Source: an optimization exercise on an open RTL-to-GDS flow (aim: a short achievable clock period and few clock cycles per item). Production flows keep margins and buffers that such runs may drop.
The RTL was checked by simulation tests, not by an equivalence proof against the original design.
Power figures rest on the tool's default switching activity, not on a simulated workload.

==> flow/design.v <==
package cpu_pkg;
	typedef logic [31:0] word_t;
	typedef logic [4:0] reg_idx_t;
	typedef logic [5:0] opcode_t;
	typedef logic [5:0] funct_t;
	localparam opcode_t OP_RTYPE = 6'h00;
	localparam opcode_t OP_J = 6'h02;
	localparam opcode_t OP_BEQ = 6'h04;
	localparam opcode_t OP_BNE = 6'h05;
	localparam opcode_t OP_ADDI = 6'h08;
	localparam opcode_t OP_SLTI = 6'h0a;
	localparam opcode_t OP_ANDI = 6'h0c;
	localparam opcode_t OP_ORI = 6'h0d;
	localparam opcode_t OP_LUI = 6'h0f;
	localparam opcode_t OP_LW = 6'h23;
	localparam opcode_t OP_SW = 6'h2b;
	localparam funct_t FN_SLL = 6'h00;
	localparam funct_t FN_SRL = 6'h02;
	localparam funct_t FN_ADD = 6'h20;
	localparam funct_t FN_SUB = 6'h22;
	localparam funct_t FN_AND = 6'h24;
	localparam funct_t FN_OR = 6'h25;
	localparam funct_t FN_NOR = 6'h27;
	localparam funct_t FN_SLT = 6'h2a;
	typedef enum logic [3:0] {
		ALU_ADD = 4'h1,
		ALU_SUB = 4'h2,
		ALU_SRL = 4'h4,
		ALU_SLL = 4'h5,
		ALU_AND = 4'h6,
		ALU_OR = 4'h7,
		ALU_NOR = 4'h8,
		ALU_SLT = 4'h9
	} alu_op_e;
	typedef enum logic [1:0] {
		OP2_RT,
		OP2_SIMM,
		OP2_ZIMM,
		OP2_SHAMT
	} op2_sel_e;
	typedef enum logic [2:0] {
		PH_FETCH = 3'd0,
		PH_DECODE = 3'd1,
		PH_EXE = 3'd2,
		PH_MEM = 3'd3,
		PH_WB = 3'd4
	} proc_phase_e;
	typedef struct packed {
		reg_idx_t rs;
		reg_idx_t rt;
		reg_idx_t dest;
		alu_op_e alu_op;
		op2_sel_e op2_sel;
		logic [15:0] imm;
		logic [25:0] jump_target;
		logic writes_reg;
		logic is_load;
		logic is_store;
		logic is_beq;
		logic is_bne;
		logic is_jump;
		logic is_lui;
	} dec_ctrl_t;
	typedef struct packed {
		logic rd;
		logic wr;
		word_t addr;
		word_t wdata;
	} mem_req_t;
endpackage
`timescale 1ns/1ps
module phase_sequencer (
	input logic CLK,
	input logic rst_n,
	output cpu_pkg::proc_phase_e phase
);
	cpu_pkg::proc_phase_e phase_nxt;
	always_comb begin
		case (phase)
			cpu_pkg::PH_FETCH: phase_nxt = cpu_pkg::PH_DECODE;
			cpu_pkg::PH_DECODE: phase_nxt = cpu_pkg::PH_EXE;
			cpu_pkg::PH_EXE: phase_nxt = cpu_pkg::PH_MEM;
			cpu_pkg::PH_MEM: phase_nxt = cpu_pkg::PH_WB;
			default: phase_nxt = cpu_pkg::PH_FETCH;
		endcase
	end
	always_ff @(posedge CLK or negedge rst_n) begin
		if (!rst_n) begin
			phase <= cpu_pkg::PH_FETCH;
		end else begin
			phase <= phase_nxt;
		end
	end
endmodule
`timescale 1ns/1ps
module instr_decoder (
	input logic CLK,
	input logic rst_n,
	input cpu_pkg::proc_phase_e phase,
	input cpu_pkg::word_t instr,
	output cpu_pkg::dec_ctrl_t ctrl
);
	cpu_pkg::opcode_t opcode;
	cpu_pkg::funct_t funct;
	cpu_pkg::dec_ctrl_t dec;
	assign opcode = instr[31:26];
	assign funct = instr[5:0];
	always_comb begin
		dec = '0;
		dec.rs = instr[25:21];
		dec.rt = instr[20:16];
		dec.dest = instr[20:16];
		dec.imm = instr[15:0];
		dec.jump_target = instr[25:0];
		dec.alu_op = cpu_pkg::ALU_ADD;
		dec.op2_sel = cpu_pkg::OP2_SIMM;
		case (opcode)
			cpu_pkg::OP_RTYPE: begin
				dec.dest = instr[15:11];
				dec.op2_sel = cpu_pkg::OP2_RT;
				dec.writes_reg = 1'b1;
				case (funct)
					cpu_pkg::FN_ADD: dec.alu_op = cpu_pkg::ALU_ADD;
					cpu_pkg::FN_SUB: dec.alu_op = cpu_pkg::ALU_SUB;
					cpu_pkg::FN_AND: dec.alu_op = cpu_pkg::ALU_AND;
					cpu_pkg::FN_OR: dec.alu_op = cpu_pkg::ALU_OR;
					cpu_pkg::FN_NOR: dec.alu_op = cpu_pkg::ALU_NOR;
					cpu_pkg::FN_SLT: dec.alu_op = cpu_pkg::ALU_SLT;
					cpu_pkg::FN_SLL: begin
						dec.alu_op = cpu_pkg::ALU_SLL;
						dec.op2_sel = cpu_pkg::OP2_SHAMT;
					end
					cpu_pkg::FN_SRL: begin
						dec.alu_op = cpu_pkg::ALU_SRL;
						dec.op2_sel = cpu_pkg::OP2_SHAMT;
					end
					default: dec.writes_reg = 1'b0;
				endcase
			end
			cpu_pkg::OP_ADDI: dec.writes_reg = 1'b1;
			cpu_pkg::OP_ANDI: begin
				dec.writes_reg = 1'b1;
				dec.alu_op = cpu_pkg::ALU_AND;
				dec.op2_sel = cpu_pkg::OP2_ZIMM;
			end
			cpu_pkg::OP_ORI: begin
				dec.writes_reg = 1'b1;
				dec.alu_op = cpu_pkg::ALU_OR;
				dec.op2_sel = cpu_pkg::OP2_ZIMM;
			end
			cpu_pkg::OP_SLTI: begin
				dec.writes_reg = 1'b1;
				dec.alu_op = cpu_pkg::ALU_SLT;
			end
			cpu_pkg::OP_LUI: begin
				dec.writes_reg = 1'b1;
				dec.is_lui = 1'b1;
			end
			cpu_pkg::OP_LW: begin
				dec.writes_reg = 1'b1;
				dec.is_load = 1'b1;
			end
			cpu_pkg::OP_SW: dec.is_store = 1'b1;
			cpu_pkg::OP_BEQ: begin
				dec.alu_op = cpu_pkg::ALU_SUB;
				dec.op2_sel = cpu_pkg::OP2_RT;
				dec.is_beq = 1'b1;
			end
			cpu_pkg::OP_BNE: begin
				dec.alu_op = cpu_pkg::ALU_SUB;
				dec.op2_sel = cpu_pkg::OP2_RT;
				dec.is_bne = 1'b1;
			end
			cpu_pkg::OP_J: dec.is_jump = 1'b1;
			default: ;
		endcase
	end
	always_ff @(posedge CLK or negedge rst_n) begin
		if (!rst_n) begin
			ctrl <= '0;
		end else if (phase == cpu_pkg::PH_DECODE) begin
			ctrl <= dec;
		end
	end
endmodule
`timescale 1ns/1ps
module reg_file (
	input logic CLK,
	input logic rst_n,
	input cpu_pkg::reg_idx_t rd_idx_a,
	input cpu_pkg::reg_idx_t rd_idx_b,
	output cpu_pkg::word_t rd_data_a,
	output cpu_pkg::word_t rd_data_b,
	input logic wr_en,
	input cpu_pkg::reg_idx_t wr_idx,
	input cpu_pkg::word_t wr_data
);
	localparam int unsigned NUM_REGS = 32;
	cpu_pkg::word_t regs [NUM_REGS];
	always_ff @(posedge CLK or negedge rst_n) begin
		if (!rst_n) begin
			for (int i = 0; i < NUM_REGS; i++) begin
				regs[i] <= '0;
			end
		end else if (wr_en) begin
			regs[wr_idx] <= wr_data;
		end
	end
	assign rd_data_a = regs[rd_idx_a];
	assign rd_data_b = regs[rd_idx_b];
endmodule
`timescale 1ns/1ps
module alu (
	input logic CLK,
	input logic rst_n,
	input cpu_pkg::proc_phase_e phase,
	input cpu_pkg::alu_op_e alu_op,
	input cpu_pkg::word_t op_a,
	input cpu_pkg::word_t op_b,
	output cpu_pkg::word_t result,
	output logic zero
);
	cpu_pkg::word_t result_c;
	always_comb begin
		case (alu_op)
			cpu_pkg::ALU_ADD: result_c = op_a + op_b;
			cpu_pkg::ALU_SUB: result_c = op_a - op_b;
			cpu_pkg::ALU_AND: result_c = op_a & op_b;
			cpu_pkg::ALU_OR: result_c = op_a | op_b;
			cpu_pkg::ALU_NOR: result_c = ~(op_a | op_b);
			cpu_pkg::ALU_SLT: result_c = {31'd0, $signed(op_a) < $signed(op_b)};
			cpu_pkg::ALU_SLL: result_c = op_a << op_b[4:0];
			cpu_pkg::ALU_SRL: result_c = op_a >> op_b[4:0];
			default: result_c = '0;
		endcase
	end
	always_ff @(posedge CLK or negedge rst_n) begin
		if (!rst_n) begin
			result <= '0;
			zero <= 1'b0;
		end else if (phase == cpu_pkg::PH_EXE) begin
			result <= result_c;
			zero <= (result_c == '0);
		end
	end
endmodule
`timescale 1ns/1ps
module pc_unit #(
	parameter cpu_pkg::word_t RESET_PC = '0
) (
	input logic CLK,
	input logic rst_n,
	input cpu_pkg::proc_phase_e phase,
	input cpu_pkg::dec_ctrl_t ctrl,
	input logic zero,
	output cpu_pkg::word_t pc
);
	cpu_pkg::word_t pc_seq;
	cpu_pkg::word_t pc_branch;
	cpu_pkg::word_t pc_jump;
	cpu_pkg::word_t pc_nxt;
	logic branch_taken;
	assign pc_seq = pc + 32'd1;
	assign pc_branch = pc_seq + {{16{ctrl.imm[15]}}, ctrl.imm};
	assign pc_jump = {6'd0, ctrl.jump_target};
	assign branch_taken = (ctrl.is_beq && zero) || (ctrl.is_bne && !zero);
	always_comb begin
		if (ctrl.is_jump) begin
			pc_nxt = pc_jump;
		end else if (branch_taken) begin
			pc_nxt = pc_branch;
		end else begin
			pc_nxt = pc_seq;
		end
	end
	always_ff @(posedge CLK or negedge rst_n) begin
		if (!rst_n) begin
			pc <= RESET_PC;
		end else if (phase == cpu_pkg::PH_WB) begin
			pc <= pc_nxt;
		end
	end
endmodule
`timescale 1ns/1ps
module cpu_core #(
	parameter cpu_pkg::word_t RESET_PC = '0
) (
	input logic CLK,
	input logic rst_n,
	output cpu_pkg::mem_req_t mem_req,
	input cpu_pkg::word_t mem_rdata
);
	cpu_pkg::proc_phase_e phase;
	cpu_pkg::dec_ctrl_t ctrl;
	cpu_pkg::word_t rs_data;
	cpu_pkg::word_t rt_data;
	cpu_pkg::word_t alu_op_b;
	cpu_pkg::word_t alu_result;
	logic zero;
	cpu_pkg::word_t pc;
	cpu_pkg::word_t wb_data;
	logic rf_wr_en;
	phase_sequencer u_phase_sequencer (
		.CLK(CLK),
		.rst_n(rst_n),
		.phase(phase)
	);
	instr_decoder u_instr_decoder (
		.CLK(CLK),
		.rst_n(rst_n),
		.phase(phase),
		.instr(mem_rdata),
		.ctrl(ctrl)
	);
	reg_file u_reg_file (
		.CLK(CLK),
		.rst_n(rst_n),
		.rd_idx_a(ctrl.rs),
		.rd_idx_b(ctrl.rt),
		.rd_data_a(rs_data),
		.rd_data_b(rt_data),
		.wr_en(rf_wr_en),
		.wr_idx(ctrl.dest),
		.wr_data(wb_data)
	);
	always_comb begin
		case (ctrl.op2_sel)
			cpu_pkg::OP2_RT: alu_op_b = rt_data;
			cpu_pkg::OP2_SIMM: alu_op_b = {{16{ctrl.imm[15]}}, ctrl.imm};
			cpu_pkg::OP2_ZIMM: alu_op_b = {16'd0, ctrl.imm};
			default: alu_op_b = {27'd0, ctrl.imm[10:6]};
		endcase
	end
	alu u_alu (
		.CLK(CLK),
		.rst_n(rst_n),
		.phase(phase),
		.alu_op(ctrl.alu_op),
		.op_a(rs_data),
		.op_b(alu_op_b),
		.result(alu_result),
		.zero(zero)
	);
	pc_unit #(
		.RESET_PC(RESET_PC)
	) u_pc_unit (
		.CLK(CLK),
		.rst_n(rst_n),
		.phase(phase),
		.ctrl(ctrl),
		.zero(zero),
		.pc(pc)
	);
	always_comb begin
		mem_req = '0;
		case (phase)
			cpu_pkg::PH_FETCH: begin
				mem_req.rd = rst_n;
				mem_req.addr = pc;
			end
			cpu_pkg::PH_MEM: begin
				mem_req.rd = ctrl.is_load;
				mem_req.wr = ctrl.is_store;
				mem_req.addr = alu_result;
				mem_req.wdata = rt_data;
			end
			default: ;
		endcase
	end
	assign wb_data = ctrl.is_lui ? {ctrl.imm, 16'd0}
		: (ctrl.is_load ? mem_rdata : alu_result);
	assign rf_wr_en = (phase == cpu_pkg::PH_WB) && ctrl.writes_reg;
endmodule
`timescale 1ns/1ps
module cpu_top (
	input logic clk,
	input logic rst_n,
	output logic mem_rd,
	output logic mem_wr,
	output logic [31:0] mem_addr,
	output logic [31:0] mem_wdata,
	input logic [31:0] mem_rdata
);
	cpu_pkg::mem_req_t mem_req;
	cpu_core #(
		.RESET_PC(32'd0)
	) u_cpu_core (
		.CLK(clk),
		.rst_n(rst_n),
		.mem_req(mem_req),
		.mem_rdata(mem_rdata)
	);
	assign mem_rd = mem_req.rd;
	assign mem_wr = mem_req.wr;
	assign mem_addr = mem_req.addr;
	assign mem_wdata = mem_req.wdata;
endmodule
==> flow/run.sh <==
#!/bin/bash
# synth_recipe.tcl (not shown) runs the flow's synth.tcl, then flattens the netlist and writes it again
# the make line also repeats each setting of config.mk as NAME=value (left out here)
make -C /OpenROAD-flow-scripts/flow DESIGN_CONFIG=/design/flow/config.mk WORK_HOME=/design/flow/orfs CLKGATE_MAP_FILE= SYNTH_SCRIPT=/design/flow/synth_recipe.tcl finish
==> flow/config.mk <==
export PLATFORM = sky130hd
export DESIGN_NAME = cpu_top
export DESIGN_NICKNAME = cpu_top
export VERILOG_FILES = /design/flow/design.v
export SDC_FILE = /design/flow/constraint.sdc
export NUM_CORES = 4
export LEC_CHECK = 0
export CAP_MARGIN = 20
export CORE_MARGIN = 2
export CORE_UTILIZATION = 25
export SLEW_MARGIN = 20
==> flow/constraint.sdc <==
create_clock -name core_clock -period 10.0 [get_ports {clk}]
set_input_delay 2.0000 -clock core_clock [delete_from_list [all_inputs] [get_ports {clk}]]
set_output_delay 2.0000 -clock core_clock [all_outputs]
set_load 0.01 [all_outputs]
==> run_results.csv <==
group,metric,value,unit
logic_synthesis,synth_fp_nets,8235,
power_and_ir_drop,max-vdd-ir-drop,0.182,mV
timing,finalSetupTns,0,ns
logic_synthesis,yosys.area_share.simple,20.7,%
worst_setup_path,required,10.76,ns
clock_tree,cts.htree.levels,4,
logic_synthesis,syn_avg_cell_area,8.29,sq um
global_route,grt_pass1_vias,66900,
clock_tree,clk_latency,0.83,ns
place,placed_area,72300,sq um
global_route,grt_pass1_wl,560000,um
place,dp.cells,11300,
timing,fmax,111,MHz
drt,dr.pass1.iters,10,
power_and_ir_drop,clkPwrFrac,37.0,%
worst_setup_path,crit_slowest_cell,"nor2_4",
worst_setup_path,end_kind,"flop",
die,num_rows,189,
layout,nNetsFinal,8038,
worst_setup_path,path_cells,"nand2b_1 -> nor2_4 -> buf_4 -> a22oi_1 -> nand2_1 -> nor4_1 -> a21oi_1 -> mux2i_1 -> nor2_1 -> a21oi_1 -> ha_1 -> nor2b_1 -> o21bai_1 -> a21oi_1 -> or4_1 -> o21ai_0 -> a31oi_1 -> o31ai_1 -> o41ai_1 -> nor3_1 -> o21ai_0 -> or4_1 -> nor4_2 -> a22o_1",
logic_synthesis,synth.area.mux_share,2.68,%
drt,drt-wirelength-per-cell,35.5,um
power_and_ir_drop,power.density,182,nW/um^2
worst_setup_path,critPathBufInv,1,
die,io_pins,100,
power_and_ir_drop,p_leak,33.8,nW
logic_synthesis,synth-async-reset-ratio,100,%
worst_setup_path,critPathMaxFanout,23,
layout,postLayoutCellArea,77100,sq um
drt,avgViaCountPerCell,6.26,
timing,fin_crit,9.00,ns
place,io_buffers,99,
worst_setup_path,cp_top_family,"compound AO/OA/AOI/OAI gates",
logic_synthesis,netlist_area,66800,sq um
logic_synthesis,synth_warnings,7,
clock_tree,clock_sinks,1136,
worst_setup_path,startpoint_type,"flop",
power_and_ir_drop,switching_power,5.27,mW
timing,setup_viol,0,
flow_run,drv_cap,0,
clock_tree,path_clk_slew,0.06,ns
drt,drt_iter0_drc,13500,
clock_tree,cts_buffers,133,
clock_tree,cts_hold_buf,0,
logic_synthesis,ys_ff_latch,1136,
timing,rsz0062_at_grt,"no",
global_route,grt_max_degree,175,
outcome,status,"finished clean",
place,gp_congestion,1.12,
place,hpwl,275000,um
logic_synthesis,synth_edf_count,0,
die,die-width,521,um
timing,holdWs,0.482,ns
logic_synthesis,netlist_instances,8054,
worst_setup_path,critPathMaxStageDelay,0.96,ns
worst_setup_path,crit_top_cell,"a21oi_1",
timing,fin_crit_sh,90.0,%
die,die_y,521,um
timing,relSlewSlack,12.9,%
layout,final_cell_mix,"1,554 x nand2_1, 1,166 x o21ai_0, 1,134 x dfrtp_1, 687 x a22oi_1, 472 x nand3_1",
layout,stdcell_count,11500,
timing,hold_violations,0,
timing,slew_viol_final,0,
logic_synthesis,synth_fa_ha_area_share,2.79,%
logic_synthesis,synth-compound-area-share,25.4,%
die,coreArea,265000,sq um
power_and_ir_drop,comb_power_share,26.4,%
drt,vias,72200,
clock_tree,cts_resized,0,
drt,drc,0,
logic_synthesis,synth_top_family_by_area,"compound AO/OA/AOI/OAI gates",
logic_synthesis,ys.flop_type,"dfrtp_1",
drt,routed_wl,409000,um
logic_synthesis,synth-xor-area-share,0.800,%
global_route,globalRouteOverflowTotal,0,
layout,syn_to_final_growth,15.5,%
global_route,antenna_found_initial,35,
power_and_ir_drop,swShare,37.5,%
power_and_ir_drop,internal-power,8.78,mW
layout,final_common_cell,"nand2_1",
die,start_util,25.2,%
global_route,grt_usage,29.2,%
power_and_ir_drop,power_frac_seq,36.7,%
drt,final_antenna_net_count,0,
clock_tree,clock_path_buffers,3,
worst_setup_path,crit_type,"reg2reg",
worst_setup_path,cp.arrival,9.76,ns
timing,worstMarginPinSlew,1.31,ns
logic_synthesis,seq_area_frac_synth,42.6,%
layout,drive_gt1_share,9.55,%
clock_tree,cts-root-buf,"clkbuf_16",
timing,clock_skew,0.0375,ns
min_path,holdCritPathClass,"reg2reg",
clock_tree,cts_tree,"yes",
logic_synthesis,ys_types,102,
clock_tree,cts_setup_buffers,0,
die,die_area,271000,sq um
state kept, by name (all words and copies together) (netlist names):
name and count:
u_cpu_core.u_alu.zero 1, u_cpu_core.u_instr_decoder.ctrl 44, u_cpu_core.u_reg_file.regs 1024, u_cpu_core.u_alu.result 32
u_cpu_core.u_pc_unit.pc 32, u_cpu_core.u_phase_sequencer.phase 3
tightest hold or removal path: cells and delay by family, from the launching register on:
| kind | cells | cell delay (ns) |
|---|---|---|
| AO/OA/AOI/OAI | 1 | 0.06 |
| flip-flops | 1 | 0.33 |
| AND/OR/NAND/NOR | 1 | 0.06 |
power groups by stage:
stage                     clock [mW]  combinational, mW  sequential (mW)
after floorplan                    0               1.99             5.00
after global placement             0               3.52             5.20
after detailed placement           0               3.52             5.20
after CTS                       5.20               3.54             5.12
after global routing            5.40               3.87             5.15
final                           5.19               3.71             5.15
metal layers:
metal  track usage, %  routed length, um
met4             20.3              36200
met1             35.5             151000
met3             12.5              58200
met2             41.2             164000
met5                0                159
cell type report:
cell class	instances	area [sq um]
Fill cell	28100	188000
Multi-Input combinational cell	6087	35800
Sequential cell	1136	28400
Tap cell	3533	4420
Clock buffer	187	3890
Timing Repair Buffer	399	3370
Clock inverter	50	687
Inverter	100	375
Antenna cell	36	90.1
through the flow:
stage / worst slack [ns] / util, % / total power, mW
2_1_floorplan: 3.12 / - / 6.99
3_3_place_gp: 1.40 / 27.3 / 8.72
3_5_place_dp: 1.39 / 27.3 / 8.72
4_1_cts: 1.39 / 29.0 / 13.9
5_1_grt: 0.836 / 29.0 / 14.4
6_report: 1.00 / 29.1 / 14.0
worst paths after layout:
| check | cells past startpoint | from | slack [ns] | endpoint |
|---|---|---|---|---|
| min | 2 | u_cpu_core.u_instr_decoder.ctrl[4] | 0.48 | u_cpu_core.u_instr_decoder.ctrl[4] |
| max reg2reg | 24 | u_cpu_core.u_instr_decoder.ctrl[64] | 1.00 | u_cpu_core.u_alu.zero |
| min reg2reg | 2 | u_cpu_core.u_instr_decoder.ctrl[4] | 0.48 | u_cpu_core.u_instr_decoder.ctrl[4] |
| min in group asynchronous | 1 | rst_n | 1.11 | u_cpu_core.u_reg_file.regs[0][17] |
| max | 24 | u_cpu_core.u_instr_decoder.ctrl[64] | 1.00 | u_cpu_core.u_alu.zero |
| max in group asynchronous | 4 | rst_n | 5.83 | u_cpu_core.u_reg_file.regs[1][28] |
synthesized netlist by cell type, drive strengths merged (23+ instances only):
library cell	instances	area, sq um
and2	52	325
nand3	480	2400
o21ai	1168	5850
xnor2	34	298
nand2	1570	5900
a221o	27	270
or4	24	180
nor3	97	495
a211oi	56	425
a21o	32	240
clkbuf	559	2100
a21oi	249	1270
inv	99	372
a22oi	687	5160
nor2	321	1210
nand4	172	1080
nand2b	32	200
a221oi	39	365
dfrtp	1136	28400
a2111oi	25	225
xor2	27	236
mux2i	144	1440
buf	172	900
a31oi	33	206
nor4	65	419
or2	35	219
a22o	61	534
o211ai	57	438
or3	24	150
mux2	23	259
and3	87	544
ha	144	1800
kinds of logic after synthesis:
logic type,count (synthesis)
AOI/OAI and AO/OA,2660
xor gates and xnor gates,61
adders and majority gates,147
buffers and inverters,831
DFF,1136
muxes,171
and+or+nand+nor,3048
Testbench counts, summed over its fixed seeds: cycles 81,073, instrs 16,221.

[static timing again, ports no longer ideal]
No port has a modelled driver above. Below, the same layout with a new extraction and two added sets of constraints.
Step 1 assumes that a clkbuf_16 drives the clock port and a buf_2 every other input.
Step 2 adds t to the input delays and takes it off the output delays; t is the mean of the earliest and latest rising clock arrival at the registers after step 1. Input paths then give back, and output paths get back, about the clock's delay inside the block.
a / b / c = ideal ports / drivers / drivers and shift; a / b = the first two.
t, ns: 0.894
setup WS [ns]: 1.003 / 1.003 / 1.003
clock arrival spread, ns: 0.042 / 0.042
After both steps setup and hold are still met in this run. For this run, drivers alone change the setup slack by 0.000 ns; drivers and shift together by 0.000 ns.
